This is an optimization exercise on Yosys and OpenROAD, whose aim is small area, a short achievable clock period and few clock cycles per item, not a production implementation.
The RTL was checked by simulation tests, not by an equivalence proof against the original design.
Power figures rest on the tool's default switching activity, not on a simulated workload.

==> flow/run.sh <==
#!/bin/bash
# synth_recipe.tcl (not shown) runs the flow's synth.tcl, then flattens the netlist and writes it again
# the make line also repeats each setting of config.mk as NAME=value (left out here)
make -C /OpenROAD-flow-scripts/flow DESIGN_CONFIG=/design/flow/config.mk WORK_HOME=/design/flow/orfs CLKGATE_MAP_FILE= SYNTH_SCRIPT=/design/flow/synth_recipe.tcl finish
==> flow/constraint.sdc <==
create_clock -name core_clock -period 5.0 [get_ports {clk}]
set_input_delay 1.0000 -clock core_clock [delete_from_list [all_inputs] [get_ports {clk}]]
set_output_delay 1.0000 -clock core_clock [all_outputs]
set_load 0.01 [all_outputs]
==> flow/config.mk <==
export PLATFORM = sky130hd
export DESIGN_NAME = new_host_presence_table_core
export DESIGN_NICKNAME = new_host_presence_table_core
export VERILOG_FILES = /design/flow/design.v
export SDC_FILE = /design/flow/constraint.sdc
export NUM_CORES = 4
export LEC_CHECK = 0
export CAP_MARGIN = 20
export CORE_MARGIN = 2
export CORE_UTILIZATION = 50
export SETUP_SLACK_MARGIN = 2.4
export SLEW_MARGIN = 20
export SYNTH_MEMORY_MAX_BITS = 4096
==> flow/design.v <==
package hpt_pkg;
  localparam int TABLE_DEPTH = 64;
  localparam int IDX_W       = $clog2(TABLE_DEPTH);
  localparam int CNT_W       = IDX_W + 1;
  localparam int MAC_W       = 48;
  localparam int RCNT_W      = 7;
  localparam int RINGS       = 8;                   
  localparam int RING_LEN    = TABLE_DEPTH / RINGS;  
  localparam int PEND        = 4;                   
  localparam logic CMD_REPORT = 1'b0;
  localparam logic CMD_SWEEP  = 1'b1;
  typedef struct packed {
    logic             cmd;
    logic [MAC_W-1:0] mac;
  } in_t;
  typedef struct packed {
    logic              is_new;
    logic              table_full;
    logic [RCNT_W-1:0] removed_count;
  } out_t;
endpackage
module hpt_ram #(
  parameter int R = 8,
  parameter int L = 8,
  parameter int W = 48
) (
  input  logic             clk,
  input  logic [R-1:0]     ins,
  input  logic [W-1:0]     ins_data,
  input  logic [W-1:0]     key,
  output logic [R*L-1:0]   match
);
  logic [R*L-1:0][W-1:0] pos;
  always_ff @(posedge clk) begin
    for (int r = 0; r < R; r++) begin
      pos[r*L] <= ins[r] ? ins_data : pos[r*L+L-1];
      for (int k = 1; k < L; k++) begin
        pos[r*L+k] <= pos[r*L+k-1];
      end
    end
  end
  always_comb begin
    for (int e = 0; e < R*L; e++) begin
      match[e] = (pos[e] == key);
    end
  end
endmodule
module hpt_ctrl
(
  input  logic                            clk,
  input  logic                            rst_n,     
  input  logic                            tbl_rst,   
  input  logic                            acc,       
  input  logic                            acc_cmd,   
  input  logic                            s1_v,
  input  logic                            s1_cmd,
  input  logic [hpt_pkg::MAC_W-1:0]       s1_mac,
  input  logic [hpt_pkg::TABLE_DEPTH-1:0] cam_match,
  output logic [hpt_pkg::RINGS-1:0]       cam_ins,
  output logic [hpt_pkg::MAC_W-1:0]       cam_ins_data,
  output logic                            pend_room,  
  output logic                            res_v,
  output hpt_pkg::out_t                   res
);
  localparam int D = hpt_pkg::TABLE_DEPTH;
  localparam int R = hpt_pkg::RINGS;
  localparam int L = hpt_pkg::RING_LEN;
  localparam int P = hpt_pkg::PEND;
  localparam int W = hpt_pkg::MAC_W;
  logic                       s2_v, s2_cmd;
  logic [W-1:0]               s2_mac;
  logic [D-1:0]               m2;         
  logic [P-1:0]               m2p;        
  logic [D-1:0]               v_r, s_r;
  logic [P-1:0]               pv_r, ps_r, pfree_r;
  logic [P-1:0][W-1:0]        pmac;
  logic [hpt_pkg::RCNT_W-1:0] nseen_r, nunseen_r;
  logic                       full_r;
  logic                       eq_r, ins_q;
  logic [R-1:0] hole, mv;
  logic [P-1:0] psel;
  logic         any_mv;
  logic [W-1:0] mv_mac;
  always_comb begin
    for (int r = 0; r < R; r++) begin
      hole[r] = !v_r[r*L+L-1];
    end
    mv = hole;
    for (int s = 1; s < R; s++) begin
      mv = mv & ~(hole << s);
    end
    if (pv_r == '0) begin
      mv = '0;
    end
    psel = pv_r;
    for (int s = 1; s < P; s++) begin
      psel = psel & ~(pv_r << s);
    end
    mv_mac = '0;
    for (int i = 0; i < P; i++) begin
      mv_mac = mv_mac | ({W{psel[i]}} & pmac[i]);
    end
  end
  assign any_mv       = |mv;
  assign cam_ins      = mv;
  assign cam_ins_data = mv_mac;
  logic         eq, m1p_sel;
  logic         hit, hit_unseen, ins;
  logic [P-1:0] m1p;
  logic [D-1:0] m1;
  assign eq = (s1_mac == s2_mac);
  always_comb begin
    for (int i = 0; i < P; i++) begin
      m1p[i] = !pfree_r[i] && (pmac[i] == s1_mac);
    end
    m1p_sel = |(psel & m1p);
    for (int r = 0; r < R; r++) begin
      m1[r*L] = mv[r] ? m1p_sel : cam_match[r*L+L-1];
      for (int k = 1; k < L; k++) begin
        m1[r*L+k] = cam_match[r*L+k-1];
      end
    end
  end
  always_ff @(posedge clk) begin
    if (!rst_n) begin
      s2_v <= 1'b0;
    end else begin
      s2_v <= s1_v;
    end
    s2_cmd <= s1_cmd;
    s2_mac <= s1_mac;
    m2     <= m1;
    m2p    <= m1p;
    eq_r   <= eq;
    ins_q  <= ins;
  end
  always_ff @(posedge clk) begin
    for (int i = 0; i < P; i++) begin
      if (pfree_r[i]) begin
        pmac[i] <= s2_mac;
      end
    end
  end
  logic         rep, swp;
  logic [D-1:0] hit_r;
  logic [P-1:0] hit_p;
  assign rep        = s2_v && (s2_cmd == hpt_pkg::CMD_REPORT);
  assign swp        = s2_v && (s2_cmd == hpt_pkg::CMD_SWEEP);
  assign hit_r      = m2 & v_r;
  assign hit_p      = m2p & pv_r;
  assign hit        = (|hit_r) || (|hit_p) || (eq_r && ins_q);
  assign hit_unseen = (|(hit_r & ~s_r)) || (|(hit_p & ~ps_r));
  assign ins        = rep && !hit && !full_r;
  logic [D-1:0] vu, su;
  logic [P-1:0] pvu, psu, pvk;
  logic         mv_v, mv_s;
  always_comb begin
    if (swp) begin
      vu  = v_r & s_r;
      su  = '0;
      pvk = pv_r & ps_r;
      psu = '0;
    end else begin
      vu  = v_r;
      su  = rep ? (s_r | m2) : s_r;
      pvk = pv_r;
      psu = rep ? (ps_r | m2p | pfree_r) : ps_r;
    end
    pvu  = pvk | (ins ? pfree_r : '0);
    mv_v = |(psel & pvk);
    mv_s = |(psel & psu);
  end
  logic [D-1:0] v_n, s_n;
  logic [P-1:0] pv_n, pfree_n;
  always_comb begin
    for (int r = 0; r < R; r++) begin
      v_n[r*L] = mv[r] ? mv_v : vu[r*L+L-1];
      s_n[r*L] = mv[r] ? mv_s : su[r*L+L-1];
      for (int k = 1; k < L; k++) begin
        v_n[r*L+k] = vu[r*L+k-1];
        s_n[r*L+k] = su[r*L+k-1];
      end
    end
    pv_n    = pvu & ~(any_mv ? psel : '0);
    pfree_n = ~pv_n;
    for (int s = 1; s < P; s++) begin
      pfree_n = pfree_n & ~((~pv_n) << s);
    end
  end
  logic [2:0] pcnt_r;
  logic       ring_ok, ring_ok_q, swp_q, ring_full;
  always_comb begin
    pcnt_r = '0;
    for (int i = 0; i < P; i++) begin
      pcnt_r = pcnt_r + 3'(pv_r[i]);
    end
    ring_ok = 1'b0;
    for (int c = 0; c <= P; c++) begin
      if (pcnt_r == 3'(c) && nvalid_r >= hpt_pkg::RCNT_W'(D-P+c)) begin
        ring_ok = 1'b1;
      end
    end
  end
  assign ring_full = ring_ok_q && !swp_q && !swp &&
                     !(s1_v && s1_cmd == hpt_pkg::CMD_SWEEP) &&
                     !(acc && acc_cmd == hpt_pkg::CMD_SWEEP);
  logic [P+1:0] th0, th1, th2, th3;
  always_comb begin
    th0 = '0;
    th0[0] = 1'b1;
    for (int i = 0; i < P; i++) begin
      for (int j = P+1; j > 0; j--) begin
        th0[j] = th0[j] | (th0[j-1] & pv_r[i]);
      end
    end
    th1 = th0;
    for (int j = P+1; j > 0; j--) th1[j] = th0[j] | (th0[j-1] & s1_v);
    th2 = th1;
    for (int j = P+1; j > 0; j--) th2[j] = th1[j] | (th1[j-1] & ins);
    th3 = th2;
    for (int j = P+1; j > 0; j--) th3[j] = th2[j] | (th2[j-1] & acc);
  end
  assign pend_room = tbl_rst || ring_full ||
                     !(any_mv ? th3[P+1] : th3[P]);   
  logic [hpt_pkg::RCNT_W-1:0] nseen_n, nunseen_n;
  logic                       full_n;
  logic [hpt_pkg::RCNT_W-1:0] nvalid_r, nvalid_n;
  logic                       one_left;
  assign one_left = (nvalid_r == hpt_pkg::RCNT_W'(D-1));
  always_comb begin
    nseen_n   = nseen_r;
    nunseen_n = nunseen_r;
    full_n    = full_r;
    nvalid_n  = nvalid_r;
    res       = '0;
    if (swp) begin
      nseen_n   = '0;
      nunseen_n = nseen_r;
      nvalid_n  = nseen_r;
      full_n    = full_r && (nunseen_r == '0);
      res.removed_count = nunseen_r;
    end else if (rep) begin
      if (hit) begin
        if (hit_unseen) begin
          nseen_n   = nseen_r + 1'b1;
          nunseen_n = nunseen_r - 1'b1;
        end
      end else if (!full_r) begin
        nseen_n    = nseen_r + 1'b1;
        full_n     = one_left;
        nvalid_n   = nvalid_r + 1'b1;
        res.is_new = 1'b1;
      end else begin
        res.table_full = 1'b1;
      end
    end
  end
  always_ff @(posedge clk) begin
    if (tbl_rst) begin
      v_r       <= '0;
      pv_r      <= '0;
      pfree_r   <= P'(1);
      nseen_r   <= '0;
      nunseen_r <= '0;
      full_r    <= 1'b0;
      ring_ok_q <= 1'b0;
      swp_q     <= 1'b0;
      nvalid_r  <= '0;
    end else begin
      v_r       <= v_n;
      pv_r      <= pv_n;
      pfree_r   <= pfree_n;
      nseen_r   <= nseen_n;
      nunseen_r <= nunseen_n;
      full_r    <= full_n;
      ring_ok_q <= ring_ok;
      swp_q     <= swp;
      nvalid_r  <= nvalid_n;
    end
    s_r  <= s_n;
    ps_r <= psu;
  end
  assign res_v = s2_v;
endmodule
module new_host_presence_table_core
(
  input  logic clk,
  input  logic rst_n,
  input  logic in_valid,
  output logic in_ready,
  input  logic [48:0] in_data,
  output logic out_valid,
  input  logic out_ready,
  output logic [8:0]  out_data
);
  localparam int OUTST = 4;    
  hpt_pkg::in_t req;
  assign req = hpt_pkg::in_t'(in_data);
  logic rst_q;
  always_ff @(posedge clk) begin
    rst_q <= rst_n;
  end
  logic                      in_ready_r;
  logic                      s1_v, s1_cmd;
  logic [hpt_pkg::MAC_W-1:0] s1_mac;
  logic                      acc;
  assign acc = in_valid && in_ready_r;
  always_ff @(posedge clk) begin
    if (!rst_n) begin
      s1_v <= 1'b0;
    end else begin
      s1_v <= acc;
    end
    s1_cmd <= req.cmd;
    s1_mac <= req.mac;
  end
  logic [hpt_pkg::TABLE_DEPTH-1:0] cam_match;
  logic [hpt_pkg::RINGS-1:0]       cam_ins;
  logic [hpt_pkg::MAC_W-1:0]       cam_ins_data;
  logic                            pend_room;
  logic                            res_v;
  hpt_pkg::out_t                   res;
  hpt_ram #(
    .R (hpt_pkg::RINGS),
    .L (hpt_pkg::RING_LEN),
    .W (hpt_pkg::MAC_W)
  ) u_cam (
    .clk      (clk),
    .ins      (cam_ins),
    .ins_data (cam_ins_data),
    .key      (s1_mac),
    .match    (cam_match)
  );
  hpt_ctrl u_ctrl (
    .clk         (clk),
    .rst_n       (rst_n),
    .tbl_rst     (!rst_q),
    .acc         (acc),
    .acc_cmd     (req.cmd),
    .s1_v        (s1_v),
    .s1_cmd      (s1_cmd),
    .s1_mac      (s1_mac),
    .cam_match   (cam_match),
    .cam_ins      (cam_ins),
    .cam_ins_data (cam_ins_data),
    .pend_room   (pend_room),
    .res_v       (res_v),
    .res         (res)
  );
  logic          hv;
  hpt_pkg::out_t hd;
  logic [3:0][8:0] tq;
  logic [1:0]    rd_r, wr_r;
  logic [2:0]    tt_r;       
  logic [3:0]    ct_r;       
  logic          pop, head_free, tail_empty, to_tail, deq, up, dn;
  logic [3:0]    ct_n;
  assign pop        = hv && out_ready;
  assign head_free  = !hv || out_ready;
  assign tail_empty = !tt_r[0];
  assign to_tail    = res_v && !(head_free && tail_empty);
  assign deq        = head_free && !tail_empty;
  assign up         = acc && !pop;
  assign dn         = pop && !acc;
  always_comb begin
    for (int i = 0; i < 4; i++) begin
      ct_n[i] = up ? ((i == 0) ? 1'b1 : ct_r[i-1])
              : dn ? ((i == 3) ? 1'b0 : ct_r[i+1])
              : ct_r[i];
    end
  end
  always_ff @(posedge clk) begin
    if (res_v) begin
      tq[wr_r] <= res;
    end
  end
  always_ff @(posedge clk) begin
    if (!rst_n) begin
      hv         <= 1'b0;
      rd_r       <= '0;
      wr_r       <= '0;
      tt_r       <= '0;
      ct_r       <= '0;
      in_ready_r <= 1'b1;
    end else begin
      if (head_free) begin
        hv <= deq || res_v;
      end
      if (deq) begin
        rd_r <= rd_r + 2'd1;
      end
      if (to_tail) begin
        wr_r <= wr_r + 2'd1;
      end
      if (to_tail && !deq) begin
        tt_r <= {tt_r[1:0], 1'b1};
      end else if (deq && !to_tail) begin
        tt_r <= {1'b0, tt_r[2:1]};
      end
      ct_r       <= ct_n;
      in_ready_r <= !ct_n[OUTST-1] && pend_room;
    end
  end
  always_ff @(posedge clk) begin
    if (head_free) begin
      if (!tail_empty) begin
        hd <= tq[rd_r];
      end else begin
        hd <= res;
      end
    end
  end
  assign in_ready  = in_ready_r;
  assign out_valid = hv;
  assign out_data  = hd;
endmodule
==> results.cfg, run 1 <==
[setup_path]
cp-end-kind = register
reg2reg_depth = 8
path_max_fanout = 13
cp_num_buf_inv = 4
crit_chain = buf_12 -> buf_4 -> buf_4 -> buf_12 -> xor2_1 -> nor4_1 -> nand4_1 -> nor3_1
slowest_stage = nor4_1
critical_path_class = register to register
critical_path_required_ps = 5840
arrival_ps = 3590
cp.depth = 8
startpoint_type = register
critPathMaxStageDelay_ps = 530
cp_top_family = simple AND/OR/NAND/NOR gates

[timing]
min_period_over_period_pct = 54.9
tightest_slew_ps = 1050
report.final.slew_viol_count = 0
fin_ws_ps = 2250
clock.fmax_mhz = 364
fin_crit_ps = 2750
slew-limit-headroom_pct = 29.2
tns_ps = 0
finalHoldViolations = 0
rsz0062_at_grt = true
setup_viol = 0
finClkSkew_ps = 77.5

[outcome]
status = timing/DRC/antenna clean

[floorplanning]
ios = 64
core_um2 = 243000
die_h_um = 499
die_x_um = 499
start_util_pct = 50.3
rows = 181
die_area_um2 = 249000

[synth]
yosys_warnings = 3
yosys.area.top_type = dfxtp_1
ys_types = 72
netlist.area_leader.share_pct = 55.9
async_reset_ff_share_pct = 0
synth_nets = 10300
syn_inst = 10300
ys_seq_area_share_pct = 61.7
synth-edff-count = 237
synth.cell_area_um2 = 122000
ys_top_cells_by_area = dfxtp_1, xor2_1, edfxtp_1
ys_ff_latch = 3657
ys.flop_type = dfxtp_1
avgSynthCellArea_um2 = 11.9

[cells_and_area]
utilization_pct = 60.5
final_cell_mix = dfxtp_1, xor2_1, nor4_1, buf_4, xnor2_1
fin_area_um2 = 147000
regArea_um2 = 75800
final_nets = 10900
area_delta_synth_final_pct = 20.3
n_fill_cell = 19600
drive_gt1_share_pct = 14.0
multi_input_area_um2 = 46300
layout_commonest_cell = dfxtp_1

[global_route]
grt-ovfl-total = 0
antenna_found_initial = 71
grt_pass1_vias = 83400
grt_pass1_wl_mm = 738
grt_usage_pct = 44.0
grt_max_degree = 99

[routing]
num_vias = 86900
wl_mm = 565
antenna_left = 0
wire_per_inst_um = 39.3
drc = 0
drt-pass1-iter-count = 9
via_per_inst = 6.04
drtIter0Drc = 13000

[clock_tree]
cts_buffers = 379
clk_pin_slew_worst_paths_ps = 70
htreeDepth = 5
cts_tree = done
cts_root_buffer = clkbuf_16
cts_buffer_depth = 4
worstSkewPairLatency_ps = 1010
cts.sinks = 3657

[power_and_ir_drop]
ir_drop_uv = 341
fin_total_pwr_mw = 64.7
p_int_mw = 49.0
p_seq_share_pct = 47.9
p_switching_mw = 15.7
clockPowerShare_pct = 45.2
comb_power_share_pct = 6.9
cellLeakagePower_nw = 61.4
swShare_pct = 24.3
p_per_area_nw_per_um2 = 439

[worst_hold_path]
holdCritPathClass = register to register
hold_depth = 0

[place]
place_hpwl_mm = 385
io_buffers = 63
place_ws_ps = 1610
gp_congestion = 0.995
dpl_cell_area_um2 = 130000

[run]
drv_cap = 0
==> per-layer routing <==
layer | global-route usage [%] | vias to the layer above | share of wire, %
met3 | 12.1 | 1833 | 11
met2 | 63.8 | 5978 | 42
met1 | 55.6 | 43200 | 38
li1 | - | 35800 | -
met4 | 33.6 | 50 | 9.0
met5 | 0 | - | 0.070
==> worst register-to-register path, stage by stage, from the launching register on <==
cell and delay, ps:
dfxtp_4 350, buf_12 220, buf_4 260, buf_4 280, buf_12 280, xor2_1 160
nor4_1 530, nand4_1 230, nor3_1 300
==> cells in the mapped netlist (4+ instances only) <==
| cell | n |
|---|---|
| a21boi_0 | 4 |
| a21oi_1 | 387 |
| a221oi_1 | 52 |
| a22o_1 | 51 |
| a22oi_1 | 9 |
| a31oi_1 | 5 |
| and2_1 | 12 |
| and3_1 | 7 |
| buf_1 | 160 |
| buf_2 | 68 |
| buf_6 | 4 |
| clkbuf_1 | 308 |
| dfxtp_1 | 3420 |
| edfxtp_1 | 237 |
| ha_1 | 15 |
| inv_1 | 67 |
| mux2i_1 | 8 |
| mux4_2 | 9 |
| nand2_1 | 230 |
| nand3_1 | 18 |
| nand3b_1 | 4 |
| nand4_1 | 311 |
| nor2_1 | 389 |
| nor2b_1 | 4 |
| nor3_1 | 70 |
| nor4_1 | 746 |
| o211a_1 | 56 |
| o21ai_0 | 140 |
| o22ai_1 | 73 |
| o31ai_1 | 8 |
| or3_1 | 8 |
| xnor2_1 | 445 |
| xor2_1 | 2873 |
==> stage by stage <==
step,instances,hold WS (ps)
2_1_floorplan,10300,326
3_3_place_gp,13300,339
3_5_place_dp,13300,347
4_1_cts,14300,316
5_1_grt,14400,325
6_report,14400,324
==> cell type report <==
cell class	instances	area share [%]
sequential	3657	51.5
clock buffer	548	7.60
multi-input combinational	6001	31.4
antenna	56	0.0951
inverter	70	0.182
clock inverter	124	1.07
tap	3202	2.72
timing repair buffer	731	5.46
==> flip-flops by register name, summed over array words and instances (netlist names), 3 cells and up <==
signal and flops:
u_cam.pos 3072, s1_mac 48, u_ctrl.m2 64, u_ctrl.s_r 64, u_ctrl.s2_mac 48, ct_r 4, hd 9, u_ctrl.v_r 64
u_ctrl.pv_r 4, u_ctrl.m2p 4, u_ctrl.nunseen_r 7, u_ctrl.pfree_r 4, tt_r 3, u_ctrl.pmac 192, tq 36, u_ctrl.nseen_r 7
u_ctrl.nvalid_r 7, u_ctrl.ps_r 4
==> repair_timing <==
| item | 4_1_cts | 5_1_grt |
|---|---|---|
| endpoints found under the setup margin | 474 | 209 |
| cloned | 10 | 3 |
| buffers inserted | 270 | 65 |
| pin swaps | 40 | 26 |
| gates resized for setup | 183 | 82 |
| hold buffers | 0 | 0 |
==> cells by family after synthesis <==
logic type,share of synthesized area (%)
flops,61.7
simple gates,8.02
compound gates,4.13
mux,0.259
buf+inv,1.97
fa+ha+maj,0.170
xor+xnor,23.7
==> worst paths after layout <==
| kind | from | endpoint | slack (ps) |
|---|---|---|---|
| setup reg to reg | s1_mac[14]$_DFF_P_ | u_ctrl.m2[33]$_DFF_P_ | 2250 |
| setup / recovery | s1_mac[14]$_DFF_P_ | u_ctrl.m2[33]$_DFF_P_ | 2250 |
| hold / removal | u_cam.pos[2729]$_DFF_P_ | u_cam.pos[2777]$_DFF_P_ | 320 |
| hold reg to reg | u_cam.pos[2729]$_DFF_P_ | u_cam.pos[2777]$_DFF_P_ | 320 |
==> power by group through the flow <==
stage,sequential [mW],clock (mW),combinational [mW]
3_3_place_gp,31.9,0,3.45
4_1_cts,31.0,29.1,4.21
6_report,31.0,29.2,4.45
2_1_floorplan,31.2,0,2.23
5_1_grt,31.0,30.3,4.52
3_5_place_dp,31.9,0,3.46
Testbench counts, summed over its fixed seeds: cycles 3,588, requests 3,486.
==> run 2: changes to the inputs <==
--- a/flow/design.v
+++ b/flow/design.v
@@ -52,7 +52,7 @@
   input  logic                            tbl_rst,   
   input  logic                            acc,       
   input  logic                            acc_cmd,   
-  input  logic                            s1_v,
+  input  logic                            s1_v,      
   input  logic                            s1_cmd,
   input  logic [hpt_pkg::MAC_W-1:0]       s1_mac,
   input  logic [hpt_pkg::TABLE_DEPTH-1:0] cam_match,
@@ -202,9 +202,8 @@
     end
   end
   assign ring_full = ring_ok_q && !swp_q && !swp &&
-                     !(s1_v && s1_cmd == hpt_pkg::CMD_SWEEP) &&
                      !(acc && acc_cmd == hpt_pkg::CMD_SWEEP);
-  logic [P+1:0] th0, th1, th2, th3;
+  logic [P+1:0] th0, th2, th3;
   always_comb begin
     th0 = '0;
     th0[0] = 1'b1;
@@ -213,10 +212,8 @@
         th0[j] = th0[j] | (th0[j-1] & pv_r[i]);
       end
     end
-    th1 = th0;
-    for (int j = P+1; j > 0; j--) th1[j] = th0[j] | (th0[j-1] & s1_v);
-    th2 = th1;
-    for (int j = P+1; j > 0; j--) th2[j] = th1[j] | (th1[j-1] & ins);
+    th2 = th0;
+    for (int j = P+1; j > 0; j--) th2[j] = th0[j] | (th0[j-1] & ins);
     th3 = th2;
     for (int j = P+1; j > 0; j--) th3[j] = th2[j] | (th2[j-1] & acc);
   end
@@ -293,7 +290,7 @@
   input  logic out_ready,
   output logic [8:0]  out_data
 );
-  localparam int OUTST = 4;    
+  localparam int OUTST = 3;    
   hpt_pkg::in_t req;
   assign req = hpt_pkg::in_t'(in_data);
   logic rst_q;
@@ -304,16 +301,10 @@
   logic                      s1_v, s1_cmd;
   logic [hpt_pkg::MAC_W-1:0] s1_mac;
   logic                      acc;
-  assign acc = in_valid && in_ready_r;
-  always_ff @(posedge clk) begin
-    if (!rst_n) begin
-      s1_v <= 1'b0;
-    end else begin
-      s1_v <= acc;
-    end
-    s1_cmd <= req.cmd;
-    s1_mac <= req.mac;
-  end
+  assign acc    = in_valid && in_ready_r;
+  assign s1_v   = acc;
+  assign s1_cmd = req.cmd;
+  assign s1_mac = req.mac;
   logic [hpt_pkg::TABLE_DEPTH-1:0] cam_match;
   logic [hpt_pkg::RINGS-1:0]       cam_ins;
   logic [hpt_pkg::MAC_W-1:0]       cam_ins_data;
--- a/flow/config.mk
+++ b/flow/config.mk
@@ -8,6 +8,8 @@
 export CAP_MARGIN = 20
 export CORE_MARGIN = 2
 export CORE_UTILIZATION = 50
+export CTS_CLUSTER_DIAMETER = 100
+export CTS_CLUSTER_SIZE = 25
 export SETUP_SLACK_MARGIN = 2.4
 export SLEW_MARGIN = 20
 export SYNTH_MEMORY_MAX_BITS = 4096
==> results.cfg, run 2 <==
[setup_path]
critical_path_required_ps = 5810
critical_path_class = primary input to register
startpoint_type = primary input
r2r-start = u_ctrl.pv_r[0]$_SDFF_PN0_
reg2reg_setup_slack_ps = 2320
cp-end-kind = register
arrival_ps = 3520
critPathMaxStageDelay_ps = 750
r2r_end = u_cam.pos[810]$_DFF_P_
cpMostUsedCell = buf_6
path_max_fanout = 18
slowest_stage = nor4_1
reg2reg_depth = 10
crit_chain = buf_6 -> buf_4 -> buf_6 -> xor2_1 -> nor4_1 -> nand4_1 -> nor3_1

[floorplanning]
die_area_um2 = 247000
rows = 180
die_h_um = 497
core_um2 = 241000
start_util_pct = 50.4
ios = 64
die_x_um = 497

[synth]
avgSynthCellArea_um2 = 11.9
ys.flop_type = dfxtp_1
ys_types = 71
ys_ff_latch = 3607
synth.cell_area_um2 = 121000
async_reset_ff_share_pct = 0
netlist.area_leader.share_pct = 55.6
synth.most_common_cell = dfxtp_1
synth_nets = 10300
synth-edff-count = 237
yosys_warnings = 3
syn_inst = 10200
yosys.area.top_type = dfxtp_1
ys_top_cells_by_area = dfxtp_1, xor2_1, edfxtp_1
ys_seq_area_share_pct = 61.4
synthTopCellsByCount = dfxtp_1, xor2_1, nor4_1, xnor2_1, nor2_1

[cells_and_area]
final_cell_mix = dfxtp_1, xor2_1, nor4_1, xnor2_1, nor2_1
final_nets = 10300
layout_commonest_cell = dfxtp_1
reg_top3 = u_cam.pos: 3072 flops, u_ctrl.pmac: 192 flops
n_fill_cell = 20500
drive_gt1_share_pct = 7.51
utilization_pct = 55.4
top_register = u_cam.pos
largest_reg_flops = 3072
area_delta_synth_final_pct = 9.94

[place]
place_hpwl_mm = 372
place_ws_ps = 1020
io_buffers = 63
gp_congestion = 1.01

[timing]
fin_ws_ps = 2300
fin_crit_ps = 2700
min_period_over_period_pct = 54.1
slew-limit-headroom_pct = 29.9
finClkSkew_ps = 32.5
rsz0062_at_grt = true
clock.fmax_mhz = 370
setup_viol = 0
tightest_slew_ps = 1050
finalHoldViolations = 0
report.final.slew_viol_count = 0
tns_ps = 0

[power_and_ir_drop]
cellLeakagePower_nw = 54.5
clockPowerShare_pct = 30.6
p_per_area_nw_per_um2 = 379
p_int_mw = 37.5
p_switching_mw = 13.1
swShare_pct = 25.9
comb_power_share_pct = 8.6
p_seq_share_pct = 60.8
ir_drop_uv = 302
fin_total_pwr_mw = 50.6

[global_route]
grt_pass1_vias = 77400
grt_pass1_wl_mm = 672
antenna_found_initial = 55
grt_usage_pct = 39.9
grt_max_degree = 100
grt-ovfl-total = 0

[clock_tree]
worstSkewPairLatency_ps = 900
cts_buffers = 164
htreeDepth = 4
cts_buffer_depth = 3
cts.sinks = 3607
clk_pin_slew_worst_paths_ps = 100
ctsHoldBuffers = 0
cts_root_buffer = clkbuf_16
cts_tree = done

[routing]
drtIter0Drc = 11500
wire_per_inst_um = 37.9
antenna_left = 0
drt-pass1-iter-count = 6
drc = 0
wl_mm = 511
via_per_inst = 6.01
num_vias = 81000

[worst_hold_path]
hold_depth = 0
holdPathEnd = u_cam.pos[200]$_DFF_P_
hp-start = u_cam.pos[152]$_DFF_P_
holdCritPathClass = register to register

[outcome]
status = timing/DRC/antenna clean

[run]
drv_cap = 0
-- run 2: power groups by stage --
stage          registers, mW  logic (mW)  clock network, mW
2_1_floorplan           31.0        2.41                  0
3_3_place_gp            31.4        4.14                  0
3_5_place_dp            31.4        4.12                  0
4_1_cts                 30.7        4.20               15.5
5_1_grt                 30.8        4.46               16.4
6_report                30.8        4.35               15.5
-- run 2: area by class of cell --
class	count	area [µm²]	share of cell area, %
flip-flops and latches	3607	74600	55.9
multi-input cells	5986	45800	34.3
clock buffers	190	4280	3.20
repair buffers	393	4200	3.15
well taps	3185	3990	2.99
inverters	83	312	0.233
clock inverters	17	238	0.178
diodes	20	50.0	0.0375
-- run 2: worst max-delay path by stage --
stage                           from                             end  slack, ps  cells past startpoint
3_3_place_gp             in_data[36]           u_ctrl.m2[48]$_DFF_P_       1010                      8
2_1_floorplan            in_data[23]           u_ctrl.m2[32]$_DFF_P_       2400                      8
6_report                 in_data[41]           u_ctrl.m2[42]$_DFF_P_       2300                      7
4_1_cts                  in_data[11]           u_ctrl.m2[32]$_DFF_P_       2400                     11
5_1_grt        u_ctrl.m2[60]$_DFF_P_  u_ctrl.nseen_r[2]$_SDFFE_PP0P_       2350                      9
3_5_place_dp             in_data[29]           u_ctrl.m2[32]$_DFF_P_       1020                      9
-- run 2: metrics by stage --
step / instances / instance area [µm²] / hold slack [ps]
floorplan: 10200 / 122000 / 349
finish: 13500 / 133000 / 347
detailed placement: 13100 / 127000 / 353
CTS: 13400 / 133000 / 315
global placement: 13100 / 127000 / 350
global route: 13500 / 133000 / 350
-- run 2: metal layers --
layer / wire, µm / share of wire (%) / up-vias / track usage [%]
met5: 61 / 0.012 / - / 0
met3: 52300 / 10 / 1082 / 8.30
met2: 218000 / 43 / 4938 / 59.6
met1: 205000 / 40 / 40800 / 53.4
li1: - / - / 34200 / -
met4: 35300 / 6.9 / 10 / 23.7
-- run 2: what timing repair did --
| action | in CTS | in global routing |
|---|---|---|
| cloned | 9 | 4 |
| hold endpoints to repair | 0 | 0 |
| resized for setup | 162 | 80 |
| setup endpoints to repair | 415 | 199 |
| setup buffers | 70 | 26 |
| pin swaps | 30 | 24 |
-- run 2: kinds of logic after synthesis --
kind of cell / Yosys count / share of synthesized area (%)
AOI/OAI and AO/OA: 815 / 4.13
xor gates and xnor gates: 3308 / 23.9
and+or+nand+nor: 1820 / 8.11
muxes: 21 / 0.268
adders and majority gates: 16 / 0.171
buffers and inverters: 623 / 2.04
DFF: 3607 / 61.4
-- run 2: critical path: cells and delay by family --
family | cells | cell delay, ps
and+or+nand+nor | 3 | 1170
buffers and inverters | 3 | 1130
xor gates and xnor gates | 1 | 120
Testbench counts of run 2, summed over its fixed seeds: cycles 3,538, requests 3,486.
==> run 3: changes to the inputs <==
--- a/flow/design.v
+++ b/flow/design.v
@@ -340,12 +340,12 @@
   );
   logic          hv;
   hpt_pkg::out_t hd;
-  logic [3:0][8:0] tq;
-  logic [1:0]    rd_r, wr_r;
-  logic [2:0]    tt_r;       
-  logic [3:0]    ct_r;       
+  logic [1:0][8:0] tq;
+  logic          rd_r, wr_r;
+  logic [1:0]    tt_r;       
+  logic [2:0]    ct_r;       
   logic          pop, head_free, tail_empty, to_tail, deq, up, dn;
-  logic [3:0]    ct_n;
+  logic [2:0]    ct_n;
   assign pop        = hv && out_ready;
   assign head_free  = !hv || out_ready;
   assign tail_empty = !tt_r[0];
@@ -354,9 +354,9 @@
   assign up         = acc && !pop;
   assign dn         = pop && !acc;
   always_comb begin
-    for (int i = 0; i < 4; i++) begin
+    for (int i = 0; i < OUTST; i++) begin
       ct_n[i] = up ? ((i == 0) ? 1'b1 : ct_r[i-1])
-              : dn ? ((i == 3) ? 1'b0 : ct_r[i+1])
+              : dn ? ((i == OUTST-1) ? 1'b0 : ct_r[i+1])
               : ct_r[i];
     end
   end
@@ -378,15 +378,15 @@
         hv <= deq || res_v;
       end
       if (deq) begin
-        rd_r <= rd_r + 2'd1;
+        rd_r <= !rd_r;
       end
       if (to_tail) begin
-        wr_r <= wr_r + 2'd1;
+        wr_r <= !wr_r;
       end
       if (to_tail && !deq) begin
-        tt_r <= {tt_r[1:0], 1'b1};
+        tt_r <= {tt_r[0], 1'b1};
       end else if (deq && !to_tail) begin
-        tt_r <= {1'b0, tt_r[2:1]};
+        tt_r <= {1'b0, tt_r[1]};
       end
       ct_r       <= ct_n;
       in_ready_r <= !ct_n[OUTST-1] && pend_room;
--- a/flow/config.mk
+++ b/flow/config.mk
@@ -7,7 +7,7 @@
 export LEC_CHECK = 0
 export CAP_MARGIN = 20
 export CORE_MARGIN = 2
-export CORE_UTILIZATION = 50
+export CORE_UTILIZATION = 60
 export CTS_CLUSTER_DIAMETER = 100
 export CTS_CLUSTER_SIZE = 25
 export SETUP_SLACK_MARGIN = 2.4
==> results.cfg, run 3 <==
[clock_tree]
htreeDepth = 4
worstSkewPairLatency_ps = 890
cts_root_buffer = clkbuf_16
cts_buffers = 162
clk_pin_slew_worst_paths_ps = 100
cts_tree = done
cts.sinks = 3585
cts_buffer_depth = 3
ctsHoldBuffers = 0

[cells_and_area]
multi_input_area_um2 = 45300
drive_gt1_share_pct = 7.00
regArea_um2 = 74000
reg_top3 = u_cam.pos: 3072 flops, u_ctrl.pmac: 192 flops
area_delta_synth_final_pct = 9.21
fin_area_um2 = 132000
n_fill_cell = 15300
top_register = u_cam.pos
largest_reg_flops = 3072
final_cell_mix = dfxtp_1, xor2_1, nor4_1, xnor2_1, nand4_1
layout_commonest_cell = dfxtp_1
final_nets = 10200

[synth]
synth-edff-count = 219
netlist.area_leader.share_pct = 56.0
synth_compound_area_share_pct = 4.06
yosys.area.top_type = dfxtp_1
synth-adder-area-share_pct = 0.131
synthTopCellsByCount = dfxtp_1, xor2_1, nor4_1, xnor2_1, nand4_1
synth_nets = 10100
ys_types = 70
ys.flop_type = dfxtp_1
syn_inst = 10100
ys_top_cells_by_area = dfxtp_1, xor2_1, edfxtp_1
synth.cell_area_um2 = 120000
synth_top_family_by_area = XOR/XNOR gates
synth-xor-area-share_pct = 24.1
async_reset_ff_share_pct = 0
avgSynthCellArea_um2 = 11.9
ys_seq_area_share_pct = 61.4
synthSimpleGateAreaFrac_pct = 8.27
muxShareOfSynthArea_pct = 0.0914
synth.most_common_cell = dfxtp_1
yosys_warnings = 3
ys_ff_latch = 3585

[setup_path]
startpoint_type = primary input
critical_path_class = primary input to register
path_max_fanout = 48
cp-end-kind = register
critical_path_required_ps = 5720
arrival_ps = 3520

[timing]
setup_viol = 0
slew-limit-headroom_pct = 16.7
tns_ps = 0
clock.fmax_mhz = 357
fin_ws_ps = 2200
whs_ps = 353
finalHoldViolations = 0
fin_crit_ps = 2800
report.final.slew_viol_count = 0
finClkSkew_ps = 44.2
rsz0062_at_grt = true
tightest_slew_ps = 1240
min_period_over_period_pct = 56.0

[worst_hold_path]
holdCritPathClass = register to register

[floorplanning]
core_um2 = 200000
die_h_um = 452
die_x_um = 452
start_util_pct = 60.3
ios = 64
die_area_um2 = 204000
rows = 164

[global_route]
grt_pass1_vias = 77600
grt_usage_pct = 46.0
grt-ovfl-total = 0
grt_pass1_wl_mm = 643
grt_max_degree = 69
antenna_found_initial = 62

[routing]
wire_per_inst_um = 37.4
drt-pass1-iter-count = 6
num_vias = 80800
drtIter0Drc = 12300
antenna_left = 0
wl_mm = 480
via_per_inst = 6.29
drc = 0

[power_and_ir_drop]
clockPowerShare_pct = 31.6
swShare_pct = 24.8
p_seq_share_pct = 60.8
p_int_mw = 36.4
comb_power_share_pct = 7.7
p_per_area_nw_per_um2 = 368
ir_drop_uv = 370
p_switching_mw = 12.0
fin_total_pwr_mw = 48.4
cellLeakagePower_nw = 53.9

[place]
place_hpwl_mm = 351
dpl_cell_area_um2 = 126000
place_ws_ps = 1090
io_buffers = 63
gp_congestion = 1.03

[outcome]
status = timing/DRC/antenna clean

[run]
drv_cap = 0
[run 3: changes by cell type in the layout (fill, tap and decap cells not counted), moves of 20 or more]
cell / before / now
inv_1: 82 / 30
nor2_1: 329 / 280
a21oi_2: 25 / 5
diode_2: 20 / 55
dfxtp_2: 38 / 16
o22ai_1: 66 / 19
o21ai_0: 168 / 237
[run 3: path summary, 6_finish.rpt]
kind	startpoint	endpoint	slack [ps]	depth (start not counted)
max	in_data[43]	u_ctrl.m2[11]$_DFF_P_	2200	6
min	u_cam.pos[2908]$_DFF_P_	u_cam.pos[2956]$_DFF_P_	350	0
max reg2reg	u_ctrl.pv_r[0]$_SDFF_PN0_	u_cam.pos[1922]$_DFF_P_	2310	6
min reg2reg	u_cam.pos[2908]$_DFF_P_	u_cam.pos[2956]$_DFF_P_	350	0
[run 3: cell families after synthesis]
kind of cell	count (synthesis)
AO/OA/AOI/OAI	785
XOR/XNOR	3309
adder cells (fa/ha/maj)	12
buffers and inverters	569
flip-flops	3585
multiplexers	11
AND/OR/NAND/NOR	1809
[run 3: critical path, cell delays in order]
cell	delay [ps]
buf_6	320
buf_12	400
xor2_1	150
nor4_1	780
nand4_1	190
nor3_1	410
[run 3: power groups by stage]
stage | registers (mW) | logic (mW) | clock network [mW]
6_report | 29.4 | 3.71 | 15.3
5_1_grt | 29.4 | 3.76 | 16.2
4_1_cts | 29.4 | 3.55 | 15.2
3_5_place_dp | 30.1 | 3.52 | 0
3_3_place_gp | 30.1 | 3.51 | 0
2_1_floorplan | 29.9 | 1.96 | 0
[run 3: area by class of cell]
type	count	share of cell area (%)
inverter	35	0.103
antenna	55	0.105
multi-input combinational	5931	34.5
sequential	3585	56.3
tap	2656	2.53
clock inverter	12	0.133
clock buffer	191	3.28
timing repair buffer	384	3.11
[run 3: layer usage]
| metal | vias to the layer above | global-route usage (%) | share of wire [%] |
|---|---|---|---|
| met1 | 40000 | 59.6 | 39 |
| met5 | - | 0.723 | 0.13 |
| li1 | 33800 | - | - |
| met4 | 56 | 30.5 | 7.8 |
| met3 | 1424 | 12.6 | 11 |
| met2 | 5481 | 67.2 | 42 |
[run 3: stage by stage]
| step | cells | utilization, % |
|---|---|---|
| after floorplan | 10100 | - |
| after global placement | 12500 | 62.8 |
| after detailed placement | 12500 | 62.9 |
| after CTS | 12800 | 65.7 |
| after global routing | 12800 | 65.8 |
| final | 12800 | 65.9 |
[run 3: timing repair]
| action | CTS | global route |
|---|---|---|
| setup buffers | 62 | 11 |
| resized for setup | 79 | 58 |
| endpoints found under the hold margin | 0 | 0 |
| endpoints found under the setup margin | 444 | 176 |
| gates cloned | 8 | 0 |
| pin swaps | 12 | 7 |
Testbench counts of run 3, summed over its fixed seeds: cycles 3,538, requests 3,486.
==> run 4: changes to the inputs <==
--- a/flow/design.v
+++ b/flow/design.v
@@ -4,8 +4,9 @@
   localparam int CNT_W       = IDX_W + 1;
   localparam int MAC_W       = 48;
   localparam int RCNT_W      = 7;
-  localparam int RINGS       = 8;                   
-  localparam int RING_LEN    = TABLE_DEPTH / RINGS;  
+  localparam int RINGS       = 10;                  
+  localparam int RING_LEN    = 6;                   
+  localparam int RING_N      = RINGS * RING_LEN;    
   localparam int PEND        = 4;                   
   localparam logic CMD_REPORT = 1'b0;
   localparam logic CMD_SWEEP  = 1'b1;
@@ -55,7 +56,7 @@
   input  logic                            s1_v,      
   input  logic                            s1_cmd,
   input  logic [hpt_pkg::MAC_W-1:0]       s1_mac,
-  input  logic [hpt_pkg::TABLE_DEPTH-1:0] cam_match,
+  input  logic [hpt_pkg::RING_N-1:0]      cam_match,
   output logic [hpt_pkg::RINGS-1:0]       cam_ins,
   output logic [hpt_pkg::MAC_W-1:0]       cam_ins_data,
   output logic                            pend_room,  
@@ -65,13 +66,14 @@
   localparam int D = hpt_pkg::TABLE_DEPTH;
   localparam int R = hpt_pkg::RINGS;
   localparam int L = hpt_pkg::RING_LEN;
+  localparam int N = hpt_pkg::RING_N;
   localparam int P = hpt_pkg::PEND;
   localparam int W = hpt_pkg::MAC_W;
   logic                       s2_v, s2_cmd;
   logic [W-1:0]               s2_mac;
-  logic [D-1:0]               m2;         
+  logic [N-1:0]               m2;         
   logic [P-1:0]               m2p;        
-  logic [D-1:0]               v_r, s_r;
+  logic [N-1:0]               v_r, s_r;
   logic [P-1:0]               pv_r, ps_r, pfree_r;
   logic [P-1:0][W-1:0]        pmac;
   logic [hpt_pkg::RCNT_W-1:0] nseen_r, nunseen_r;
@@ -107,7 +109,7 @@
   logic         eq, m1p_sel;
   logic         hit, hit_unseen, ins;
   logic [P-1:0] m1p;
-  logic [D-1:0] m1;
+  logic [N-1:0] m1;
   assign eq = (s1_mac == s2_mac);
   always_comb begin
     for (int i = 0; i < P; i++) begin
@@ -142,7 +144,7 @@
     end
   end
   logic         rep, swp;
-  logic [D-1:0] hit_r;
+  logic [N-1:0] hit_r;
   logic [P-1:0] hit_p;
   assign rep        = s2_v && (s2_cmd == hpt_pkg::CMD_REPORT);
   assign swp        = s2_v && (s2_cmd == hpt_pkg::CMD_SWEEP);
@@ -151,7 +153,7 @@
   assign hit        = (|hit_r) || (|hit_p) || (eq_r && ins_q);
   assign hit_unseen = (|(hit_r & ~s_r)) || (|(hit_p & ~ps_r));
   assign ins        = rep && !hit && !full_r;
-  logic [D-1:0] vu, su;
+  logic [N-1:0] vu, su;
   logic [P-1:0] pvu, psu, pvk;
   logic         mv_v, mv_s;
   always_comb begin
@@ -170,7 +172,7 @@
     mv_v = |(psel & pvk);
     mv_s = |(psel & psu);
   end
-  logic [D-1:0] v_n, s_n;
+  logic [N-1:0] v_n, s_n;
   logic [P-1:0] pv_n, pfree_n;
   always_comb begin
     for (int r = 0; r < R; r++) begin
@@ -305,7 +307,7 @@
   assign s1_v   = acc;
   assign s1_cmd = req.cmd;
   assign s1_mac = req.mac;
-  logic [hpt_pkg::TABLE_DEPTH-1:0] cam_match;
+  logic [hpt_pkg::RING_N-1:0]      cam_match;
   logic [hpt_pkg::RINGS-1:0]       cam_ins;
   logic [hpt_pkg::MAC_W-1:0]       cam_ins_data;
   logic                            pend_room;
--- a/flow/config.mk
+++ b/flow/config.mk
@@ -7,7 +7,7 @@
 export LEC_CHECK = 0
 export CAP_MARGIN = 20
 export CORE_MARGIN = 2
-export CORE_UTILIZATION = 60
+export CORE_UTILIZATION = 50
 export CTS_CLUSTER_DIAMETER = 100
 export CTS_CLUSTER_SIZE = 25
 export SETUP_SLACK_MARGIN = 2.4
==> results.cfg, run 4 <==
[outcome]
status = timing/DRC/antenna clean

[place]
place_inst = 12600
place_hpwl_mm = 326
dpl_cell_area_um2 = 121000
io_buffers = 63
gp_congestion = 1.02
place_ws_ps = 1140

[cells_and_area]
drive_gt1_share_pct = 6.87
area_delta_synth_final_pct = 9.69
top_register = u_cam.pos
regArea_um2 = 69900
final_nets = 9904
utilization_pct = 55.1
multi_input_area_um2 = 44100
fin_area_um2 = 126000
reg_top3 = u_cam.pos: 2880 flops, u_ctrl.pmac: 192 flops
final_cells = 12900
layout_commonest_cell = dfxtp_1
largest_reg_flops = 2880
n_fill_cell = 19800
final_cell_mix = dfxtp_1, xor2_1, nor4_1, xnor2_1, a21oi_1

[timing]
finalHoldViolations = 0
finClkSkew_ps = 38.3
clock.fmax_mhz = 371
tns_ps = 0
setup_viol = 0
report.final.slew_viol_count = 0
min_period_over_period_pct = 54.0
fin_crit_ps = 2700
slew-limit-headroom_pct = 26.9
rsz0062_at_grt = true
tightest_slew_ps = 1090
whs_ps = 346
fin_ws_ps = 2300

[synth]
netlist.area_leader.share_pct = 55.0
ys_ff_latch = 3381
ys_seq_area_share_pct = 60.7
avgSynthCellArea_um2 = 11.7
ys_top_cells_by_area = dfxtp_1, xor2_1, edfxtp_1
yosys.area.top_type = dfxtp_1
async_reset_ff_share_pct = 0
ys_types = 66
synth.cell_area_um2 = 115000
ys.flop_type = dfxtp_1
syn_inst = 9814
yosys_warnings = 3
synthTopCellsByCount = dfxtp_1, xor2_1, nor4_1, xnor2_1, a21oi_1
synth_nets = 9879
synth-edff-count = 219
synth.most_common_cell = dfxtp_1

[setup_path]
critical_path_class = register to register
critical_path_required_ps = 5750
crit_chain = inv_4 -> ha_4 -> nor3b_4 -> buf_12 -> nor3b_4 -> and3_4 -> nand3_4 -> or3b_4 -> buf_6 -> nand4_1 -> o21ai_1
path_max_fanout = 5
cp-end-kind = register
slowest_stage = or3b_4
r2r_end = u_ctrl.m2[54]$_DFF_P_
startpoint_type = register
cp_num_buf_inv = 3
cpMostUsedCell = nor3b_4
reg2reg_setup_slack_ps = 2300
r2r-start = u_ctrl.pv_r[1]$_SDFF_PN0_
reg2reg_depth = 11
critPathMaxStageDelay_ps = 530
arrival_ps = 3450
cp_top_family = simple AND/OR/NAND/NOR gates

[routing]
via_per_inst = 5.95
wl_mm = 460
antenna_left = 0
drt-pass1-iter-count = 6
drc = 0
wire_per_inst_um = 35.6
num_vias = 77000
drtIter0Drc = 10900

[clock_tree]
cts_buffers = 153
clk_pin_slew_worst_paths_ps = 100
cts_root_buffer = clkbuf_16
htreeDepth = 4
cts_tree = done
cts.sinks = 3381
cts_buffer_depth = 3
ctsHoldBuffers = 0
worstSkewPairLatency_ps = 890

[floorplanning]
core_um2 = 229000
start_util_pct = 50.2
die_area_um2 = 234000
die_x_um = 484
ios = 64
rows = 176
die_h_um = 484

[global_route]
grt_max_degree = 100
grt_usage_pct = 38.0
grt_pass1_vias = 73000
antenna_found_initial = 49
grt-ovfl-total = 0
grt_pass1_wl_mm = 613

[power_and_ir_drop]
cellLeakagePower_nw = 51.0
ir_drop_uv = 318
fin_total_pwr_mw = 45.9
p_per_area_nw_per_um2 = 363

[worst_hold_path]
hold_depth = 0
holdPathEnd = u_cam.pos[2205]$_DFF_P_
hp-start = u_cam.pos[2157]$_DFF_P_
holdCritPathClass = register to register

[run]
drv_cap = 0
==> run 4: final cells by class <==
cell class,instances,area share [%]
flip-flops and latches,3381,55.3
multi-input cells,5871,34.9
repair buffers,371,3.21
clock buffers,171,3.14
well taps,3026,3.00
inverters,61,0.186
clock inverters,11,0.102
diodes,47,0.0931
==> run 4: kinds of logic after synthesis <==
kind of cell | share of synthesized area, %
and+or+nand+nor | 8.67
DFF | 60.7
muxes | 0.192
AOI/OAI and AO/OA | 4.91
xor gates and xnor gates | 23.5
buffers and inverters | 1.94
adders and majority gates | 0.137
==> run 4: where the power goes <==
| group | switching (mW) | internal [mW] |
|---|---|---|
| Clock | 8.67 | 5.71 |
| Combinational | 2.62 | 1.09 |
| Sequential | 0.276 | 27.5 |
==> run 4: worst max-delay path by stage <==
stage / end / depth (start not counted) / slack (ps) / from
2_1_floorplan: u_cam.pos[2627]$_DFF_P_ / 14 / 2400 / u_ctrl.pv_r[0]$_SDFF_PN0_
3_3_place_gp: u_ctrl.m2[14]$_DFF_P_ / 7 / 1150 / in_data[44]
3_5_place_dp: u_ctrl.m2[14]$_DFF_P_ / 7 / 1140 / in_data[44]
4_1_cts: u_ctrl.v_r[0]$_SDFF_PN0_ / 8 / 2380 / u_ctrl.pv_r[2]$_SDFF_PN0_
5_1_grt: u_ctrl.m2[54]$_DFF_P_ / 11 / 2290 / u_ctrl.pv_r[1]$_SDFF_PN0_
6_report: u_ctrl.m2[54]$_DFF_P_ / 11 / 2300 / u_ctrl.pv_r[1]$_SDFF_PN0_
==> run 4: timing repair <==
| item | 4_1_cts | 5_1_grt |
|---|---|---|
| gates resized for setup | 109 | 87 |
| pin swaps | 12 | 7 |
| endpoints found under the setup margin | 570 | 204 |
| setup buffers | 36 | 11 |
| cloned | 10 | 7 |
==> run 4: worst register-to-register path: cells and delay by family, from the launching register on <==
family	cells	cell delay (ps)
and+or+nand+nor	6	1440
DFF	1	450
buffers and inverters	3	400
adders and majority gates	1	150
AOI/OAI and AO/OA	1	130
==> run 4: layer usage <==
metal | global-route usage (%) | wire length (µm) | vias to the layer above
li1 | - | - | 33000
met1 | 54.9 | 199000 | 38900
met2 | 54.8 | 194000 | 4395
met3 | 6.97 | 45700 | 747
met4 | 17.7 | 22000 | 8
met5 | 0 | 67 | -
Testbench counts of run 4, summed over its fixed seeds: cycles 3,582, requests 3,486.
==> run 5: changes to the inputs <==
--- a/flow/design.v
+++ b/flow/design.v
@@ -69,7 +69,7 @@
   localparam int N = hpt_pkg::RING_N;
   localparam int P = hpt_pkg::PEND;
   localparam int W = hpt_pkg::MAC_W;
-  logic                       s2_v, s2_cmd;
+  logic                       s2_v;
   logic [W-1:0]               s2_mac;
   logic [N-1:0]               m2;         
   logic [P-1:0]               m2p;        
@@ -79,35 +79,41 @@
   logic [hpt_pkg::RCNT_W-1:0] nseen_r, nunseen_r;
   logic                       full_r;
   logic                       eq_r, ins_q;
-  logic [R-1:0] hole, mv;
-  logic [P-1:0] psel;
+  logic                       s2_rep, s2_swp;
+  logic [P-1:0]               pselq_r;
+  logic         hit, hit_unseen, ins;
+  logic [N-1:0] vu, su;
+  logic [P-1:0] pvu, psu, pvk;
+  logic [R-1:0] hole_nx, hole_lo, mv_nx, mvq_r, mv;
+  logic [P-1:0] pv_kp, pkp_lo, psel_nx, psel;
   logic         any_mv;
   logic [W-1:0] mv_mac;
+  assign psel   = pselq_r;
+  assign mv     = (|(pselq_r & pv_r)) ? mvq_r : '0;
+  assign any_mv = |mv;
   always_comb begin
     for (int r = 0; r < R; r++) begin
-      hole[r] = !v_r[r*L+L-1];
+      hole_nx[r] = !vu[r*L+L-2];
     end
-    mv = hole;
+    hole_lo = hole_nx;
     for (int s = 1; s < R; s++) begin
-      mv = mv & ~(hole << s);
-    end
-    if (pv_r == '0) begin
-      mv = '0;
+      hole_lo = hole_lo & ~(hole_nx << s);
     end
-    psel = pv_r;
+    pv_kp  = pvk & ~(any_mv ? psel : '0);
+    pkp_lo = pv_kp;
     for (int s = 1; s < P; s++) begin
-      psel = psel & ~(pv_r << s);
+      pkp_lo = pkp_lo & ~(pv_kp << s);
     end
+    psel_nx = (pv_kp != '0) ? pkp_lo : (ins ? pfree_r : '0);
+    mv_nx   = ((pv_kp != '0) || ins) ? hole_lo : '0;
     mv_mac = '0;
     for (int i = 0; i < P; i++) begin
       mv_mac = mv_mac | ({W{psel[i]}} & pmac[i]);
     end
   end
-  assign any_mv       = |mv;
   assign cam_ins      = mv;
   assign cam_ins_data = mv_mac;
   logic         eq, m1p_sel;
-  logic         hit, hit_unseen, ins;
   logic [P-1:0] m1p;
   logic [N-1:0] m1;
   assign eq = (s1_mac == s2_mac);
@@ -125,11 +131,14 @@
   end
   always_ff @(posedge clk) begin
     if (!rst_n) begin
-      s2_v <= 1'b0;
+      s2_v   <= 1'b0;
+      s2_rep <= 1'b0;
+      s2_swp <= 1'b0;
     end else begin
-      s2_v <= s1_v;
+      s2_v   <= s1_v;
+      s2_rep <= s1_v && (s1_cmd == hpt_pkg::CMD_REPORT);
+      s2_swp <= s1_v && (s1_cmd == hpt_pkg::CMD_SWEEP);
     end
-    s2_cmd <= s1_cmd;
     s2_mac <= s1_mac;
     m2     <= m1;
     m2p    <= m1p;
@@ -146,15 +155,13 @@
   logic         rep, swp;
   logic [N-1:0] hit_r;
   logic [P-1:0] hit_p;
-  assign rep        = s2_v && (s2_cmd == hpt_pkg::CMD_REPORT);
-  assign swp        = s2_v && (s2_cmd == hpt_pkg::CMD_SWEEP);
+  assign rep        = s2_rep;
+  assign swp        = s2_swp;
   assign hit_r      = m2 & v_r;
   assign hit_p      = m2p & pv_r;
   assign hit        = (|hit_r) || (|hit_p) || (eq_r && ins_q);
   assign hit_unseen = (|(hit_r & ~s_r)) || (|(hit_p & ~ps_r));
   assign ins        = rep && !hit && !full_r;
-  logic [N-1:0] vu, su;
-  logic [P-1:0] pvu, psu, pvk;
   logic         mv_v, mv_s;
   always_comb begin
     if (swp) begin
@@ -263,6 +270,8 @@
       nunseen_r <= '0;
       full_r    <= 1'b0;
       ring_ok_q <= 1'b0;
+      mvq_r     <= '0;
+      pselq_r   <= '0;
       swp_q     <= 1'b0;
       nvalid_r  <= '0;
     end else begin
@@ -273,6 +282,8 @@
       nunseen_r <= nunseen_n;
       full_r    <= full_n;
       ring_ok_q <= ring_ok;
+      mvq_r     <= mv_nx;
+      pselq_r   <= psel_nx;
       swp_q     <= swp;
       nvalid_r  <= nvalid_n;
     end
--- a/flow/config.mk
+++ b/flow/config.mk
@@ -10,6 +10,6 @@
 export CORE_UTILIZATION = 50
 export CTS_CLUSTER_DIAMETER = 100
 export CTS_CLUSTER_SIZE = 25
-export SETUP_SLACK_MARGIN = 2.4
+export SETUP_SLACK_MARGIN = 2.6
 export SLEW_MARGIN = 20
 export SYNTH_MEMORY_MAX_BITS = 4096
==> results.cfg, run 5 <==
[routing]
wire_per_inst_um = 35.8
drtIter0Drc = 9478
wl_met1_mm = 190
via_per_inst = 5.99
num_vias = 78100
antenna_left = 0
drc = 0
wl_mm = 467
wl_met3_mm = 46.3
drt-pass1-iter-count = 7
top_layer = met5
wl_met2_mm = 204

[cells_and_area]
final_cell_mix = dfxtp_1, xor2_1, nor4_1, nand2_1, xnor2_1
area_delta_synth_final_pct = 10.1
layout_commonest_cell = dfxtp_1
final_cells = 13000
largest_reg_flops = 2880
n_fill_cell = 19700
drive_gt1_share_pct = 7.37
final_nets = 9899
fin_area_um2 = 127000
reg_top3 = u_cam.pos: 2880 flops, u_ctrl.pmac: 192 flops
top_register = u_cam.pos

[floorplanning]
die_area_um2 = 234000
rows = 176
ios = 64
die_x_um = 484
core_um2 = 230000
start_util_pct = 50.2
die_h_um = 484

[place]
io_buffers = 63
place_hpwl_mm = 326
dpl_cell_area_um2 = 121000
place_ws_ps = 611
gp_congestion = 1.03
place_inst = 12600

[global_route]
grt_pass1_vias = 74000
grt_pass1_wl_mm = 615
grt-ovfl-total = 0
grt_max_degree = 102
antenna_found_initial = 53
grt_usage_pct = 37.9

[synth]
syn_inst = 9868
synth_nets = 9932
async_reset_ff_share_pct = 0
ys_top_cells_by_area = dfxtp_1, xor2_1, edfxtp_1
synth.cell_area_um2 = 115000
yosys.area.top_type = dfxtp_1
ys_ff_latch = 3396
netlist.area_leader.share_pct = 55.2
yosys_warnings = 3
ys_seq_area_share_pct = 60.9
synth.most_common_cell = dfxtp_1
synthTopCellsByCount = dfxtp_1, xor2_1, nor4_1, nand2_1, xnor2_1
ys.flop_type = dfxtp_1
synth-edff-count = 219
ys_types = 64
avgSynthCellArea_um2 = 11.7

[timing]
tightest_slew_ps = 1100
report.final.slew_viol_count = 0
clock.fmax_mhz = 364
tns_ps = 0
whs_ps = 332
fin_ws_ps = 2250
min_period_over_period_pct = 55.0
finalHoldViolations = 0
rsz0062_at_grt = true
slew-limit-headroom_pct = 25.9
finClkSkew_ps = 49.3
setup_viol = 0
fin_crit_ps = 2750

[clock_tree]
cts_tree = done
cts_buffers = 154
htreeDepth = 4
cts_buffer_depth = 3
ctsHoldBuffers = 0
clk_pin_slew_worst_paths_ps = 110
cts_root_buffer = clkbuf_16
worstSkewPairLatency_ps = 890
cts.sinks = 3396

[setup_path]
critPathMaxStageDelay_ps = 560
startpoint_type = register
arrival_ps = 3530
cp-end-kind = register
crit_chain = xor2_1 -> nor4_4 -> nand4_1 -> or4_4 -> nor3_4 -> a221oi_4 -> buf_12 -> o21ai_0
critical_path_required_ps = 5780
cp_top_family = simple AND/OR/NAND/NOR gates
cp_num_buf_inv = 1
critical_path_class = register to register
path_max_fanout = 11
slowest_stage = or4_4

[power_and_ir_drop]
ir_drop_uv = 274
p_per_area_nw_per_um2 = 358
cellLeakagePower_nw = 50.3

[outcome]
status = timing/DRC/antenna clean

[run]
drv_cap = 0

[worst_hold_path]
holdCritPathClass = primary input to register
[run 5: power by group]
part           switching, mW  total [mW]  internal (mW)
combinational           2.45        3.36          0.910
clock                   8.77        14.6           5.81
sequential             0.105        27.5           27.4
total                   11.3        45.4           34.1
[run 5: cell families after synthesis]
logic type / Yosys count / share of synthesized area [%]
buffers and inverters: 560 / 1.85
AND/OR/NAND/NOR: 1887 / 8.78
flip-flops: 3396 / 60.9
adder cells (fa/ha/maj): 11 / 0.126
XOR/XNOR: 3113 / 23.6
AO/OA/AOI/OAI: 889 / 4.62
multiplexers: 12 / 0.106
[run 5: layout make-up]
type | instances | area, µm² | area share [%]
sequential | 3396 | 70300 | 55.4
timing repair buffer | 321 | 3450 | 2.72
clock inverter | 12 | 121 | 0.0956
antenna | 144 | 360 | 0.284
clock buffer | 177 | 4050 | 3.19
inverter | 47 | 188 | 0.148
multi-input combinational | 5915 | 44700 | 35.2
tap | 3026 | 3790 | 2.98
[run 5: repair_timing]
action | 4_1_cts | 5_1_grt
endpoints found under the setup margin | 587 | 279
gates resized for setup | 249 | 111
pin swaps | 30 | 29
cloned | 1 | 9
endpoints found under the hold margin | 0 | 0
buffers inserted | 38 | 9
[run 5: path summary, 6_finish.rpt]
path	start	endpoint	slack, ps	depth (start not counted)
hold / removal	in_data[2]	u_ctrl.s2_mac[2]$_DFF_P_	330	1
setup reg to reg	u_ctrl.pmac[27]$_DFFE_PP_	u_ctrl.m2[48]$_DFF_P_	2250	8
hold reg to reg	u_cam.pos[2123]$_DFF_P_	u_cam.pos[2171]$_DFF_P_	330	0
setup / recovery	u_ctrl.pmac[27]$_DFFE_PP_	u_ctrl.m2[48]$_DFF_P_	2250	8
[run 5: metal layers]
layer	GRT usage [%]	vias to the layer above
met5	0	-
met4	19.3	14
met3	7.77	1049
met2	57.7	4604
met1	51.1	39200
li1	-	33200
[run 5: stage by stage]
stage	utilization, %	total power [mW]
final	55.3	45.4
after detailed placement	52.5	31.2
after global placement	52.5	31.3
after global routing	55.2	46.4
after floorplan	-	29.7
after CTS	54.8	45.2
Testbench counts of run 5, summed over its fixed seeds: cycles 3,582, requests 3,486.
==> run 6: changes to the inputs <==
--- a/flow/config.mk
+++ b/flow/config.mk
@@ -7,7 +7,7 @@
 export LEC_CHECK = 0
 export CAP_MARGIN = 20
 export CORE_MARGIN = 2
-export CORE_UTILIZATION = 50
+export CORE_UTILIZATION = 45
 export CTS_CLUSTER_DIAMETER = 100
 export CTS_CLUSTER_SIZE = 25
 export SETUP_SLACK_MARGIN = 2.6
==> results.cfg, run 6 <==
[outcome]
status = timing/DRC/antenna clean

[setup_path]
critical_path_class = primary input to register
slowest_stage = nor4_1
reg2reg_depth = 8
cp-end-kind = register
critical_path_required_ps = 5790
startpoint_type = primary input
r2r-start = u_ctrl.pmac[37]$_DFFE_PP_
arrival_ps = 3510
path_max_fanout = 19
crit_start = in_data[37]
crit_chain = buf_6 -> xor2_1 -> nor4_1 -> nand4_1 -> nor3_4 -> a221oi_4 -> buf_12 -> buf_16 -> o21ai_1
critPathMaxStageDelay_ps = 700

[cells_and_area]
multi_input_area_um2 = 45400
final_nets = 9897
drive_gt1_share_pct = 7.96
final_cell_mix = dfxtp_1, xor2_1, nor4_1, nand2_1, xnor2_1
n_fill_cell = 22500
layout_commonest_cell = dfxtp_1
largest_reg_flops = 2880
regArea_um2 = 70200
top_register = u_cam.pos
area_delta_synth_final_pct = 11.3
reg_top3 = u_cam.pos: 2880 flops, u_ctrl.pmac: 192 flops

[clock_tree]
cts_tree = done
cts_root_buffer = clkbuf_16
htreeDepth = 4
cts.sinks = 3396
worstSkewPairLatency_ps = 860
clk_pin_slew_worst_paths_ps = 110
cts_buffers = 156
ctsHoldBuffers = 0
cts_buffer_depth = 3

[routing]
wl_mm = 484
drc = 0
antenna_left = 0
via_per_inst = 5.82
num_vias = 77700
drt-pass1-iter-count = 7
wire_per_inst_um = 36.3
drtIter0Drc = 10500

[synth]
synth_compound_area_share_pct = 4.62
synth-adder-area-share_pct = 0.126
avgSynthCellArea_um2 = 11.7
muxShareOfSynthArea_pct = 0.106
synth.cell_area_um2 = 115000
ys.flop_type = dfxtp_1
synth.most_common_cell = dfxtp_1
synth_nets = 9932
synthSimpleGateAreaFrac_pct = 8.78
ys_seq_area_share_pct = 60.9
ys_top_cells_by_area = dfxtp_1, xor2_1, edfxtp_1
synthTopCellsByCount = dfxtp_1, xor2_1, nor4_1, nand2_1, xnor2_1
synth-xor-area-share_pct = 23.6
ys_ff_latch = 3396
syn_inst = 9868
ys_types = 64
netlist.area_leader.share_pct = 55.2
async_reset_ff_share_pct = 0
yosys.area.top_type = dfxtp_1
synth_top_family_by_area = XOR/XNOR gates
synth-edff-count = 219
yosys_warnings = 3

[worst_hold_path]
holdCritPathClass = primary input to register
hp-start = in_data[7]
hold_depth = 1

[timing]
setup_viol = 0
report.final.slew_viol_count = 0
finalHoldViolations = 0
tns_ps = 0
tightest_slew_ps = 1240
fin_ws_ps = 2280
clock.fmax_mhz = 368
finClkSkew_ps = 43.8
fin_crit_ps = 2720
slew-limit-headroom_pct = 16.3
rsz0062_at_grt = true
min_period_over_period_pct = 54.4

[global_route]
grt_pass1_wl_mm = 636
antenna_found_initial = 53
grt_max_degree = 102
grt_pass1_vias = 74200
grt-ovfl-total = 0
grt_usage_pct = 35.8

[place]
place_ws_ps = 656
io_buffers = 63
gp_congestion = 1.03
place_hpwl_mm = 337

[floorplanning]
rows = 185
start_util_pct = 45.3
core_um2 = 254000
ios = 64
die_h_um = 510
die_x_um = 510
die_area_um2 = 260000

[power_and_ir_drop]
cellLeakagePower_nw = 50.8
ir_drop_uv = 388
fin_total_pwr_mw = 45.7
p_per_area_nw_per_um2 = 356

[run]
drv_cap = 0
-- run 6: cell counts after synthesis --
Identical to the previous run, type by type.
-- run 6: worst paths after layout --
| path | end | slack, ps |
|---|---|---|
| setup / recovery | u_ctrl.m2[30]$_DFF_P_ | 2280 |
| hold reg to reg | u_cam.pos[2755]$_DFF_P_ | 320 |
| setup reg to reg | u_ctrl.m2[30]$_DFF_P_ | 2340 |
| hold / removal | u_ctrl.s2_mac[7]$_DFF_P_ | 290 |
-- run 6: final cells by class --
| cell class | instances | share of cell area [%] |
|---|---|---|
| Antenna cell | 98 | 0.191 |
| Clock buffer | 179 | 3.19 |
| Clock inverter | 16 | 0.144 |
| Inverter | 47 | 0.140 |
| Multi-Input combinational cell | 5918 | 35.4 |
| Sequential cell | 3396 | 54.7 |
| Tap cell | 3366 | 3.28 |
| Timing Repair Buffer | 314 | 2.96 |
-- run 6: cell families (layout without fill, tap and decap cells) --
logic type                 Yosys count  count (layout)
xor gates and xnor gates          3113            3113
other                                0              98
DFF                               3396            3396
AOI/OAI and AO/OA                  889             890
and+or+nand+nor                   1887            1892
muxes                               12              12
adders and majority gates           11              11
buffers and inverters              560             556
-- run 6: report_power, final --
part           internal (mW)  total [mW]  switching (mW)  leakage, nW
logic                  0.935        3.42            2.49         21.1
clock network           5.91        14.8            8.88         2.09
registers               27.4        27.5           0.108         27.7
total                   34.2        45.7            11.5         50.8
-- run 6: metrics by stage --
step / cells / hold slack (ps) / utilization [%] / instance area [µm²]
after CTS: 13200 / 241 / 50.1 / 127000
after detailed placement: 13000 / 353 / 47.6 / 121000
final: 13300 / 288 / 50.4 / 128000
after global placement: 13000 / 349 / 47.5 / 121000
after global routing: 13300 / 265 / 50.4 / 128000
after floorplan: 9868 / 349 / - / 115000
-- run 6: what timing repair did --
| item | in CTS | in global routing |
|---|---|---|
| setup buffers | 42 | 7 |
| gates resized for setup | 395 | 132 |
| setup endpoints to repair | 618 | 207 |
| pin swaps | 39 | 39 |
| cloned | 6 | 7 |
-- run 6: layer usage --
layer | GRT usage (%) | vias up | wire length (µm)
li1 | - | 33100 | -
met4 | 18.3 | 14 | 27000
met2 | 53.8 | 4416 | 211000
met5 | 0 | - | 100
met1 | 48.6 | 39100 | 200000
met3 | 7.52 | 975 | 46600
-- run 6: worst max-delay path: cells and delay by family --
| kind | cells | cell delay (ps) |
|---|---|---|
| and+or+nand+nor | 3 | 1340 |
| buffers and inverters | 3 | 700 |
| xor gates and xnor gates | 1 | 180 |
| AOI/OAI and AO/OA | 2 | 260 |

## what the ideal ports hide
The flow's constraints put no driver on any port. The routed layouts listed below were extracted and timed again, unchanged, in two steps.
Step 1 sets driving cells, clkbuf_16 on the clock port and buf_2 on the other inputs (assumed; they add their load-dependent delay and slew).
Step 2 also shifts input and output timing later by t, the mid clock arrival at the registers, as if the neighbouring blocks saw the same clock.
Slacks: ideal / step 1 / step 2; pairs: ideal / step 1.
run	t, ns	setup WS [ns]	hold WS [ns]	worst register clock-pin slew, ns
run 1	1.071	2.255 / 2.255 / 2.023	0.324 / 0.324 / 0.324	0.07 / 0.07
run 2	0.984	2.295 / 2.316 / 1.354	0.347 / 0.317 / 0.347	0.11 / 0.11
run 3	0.960	2.200 / 2.258 / 1.298	0.353 / 0.353 / 0.353	0.11 / 0.11
run 4	0.964	2.301 / 2.301 / 1.397	0.346 / 0.313 / 0.346	0.11 / 0.11
run 5	0.959	2.250 / 2.250 / 1.414	0.332 / 0.272 / 0.332	0.12 / 0.12
run 6	0.941	2.281 / 2.336 / 1.395	0.288 / 0.233 / 0.323	0.11 / 0.11
After both steps every run listed still meets setup and hold. For run 2, which loses most, drivers alone change the setup slack by +0.021 ns; drivers and shift together by -0.941 ns.
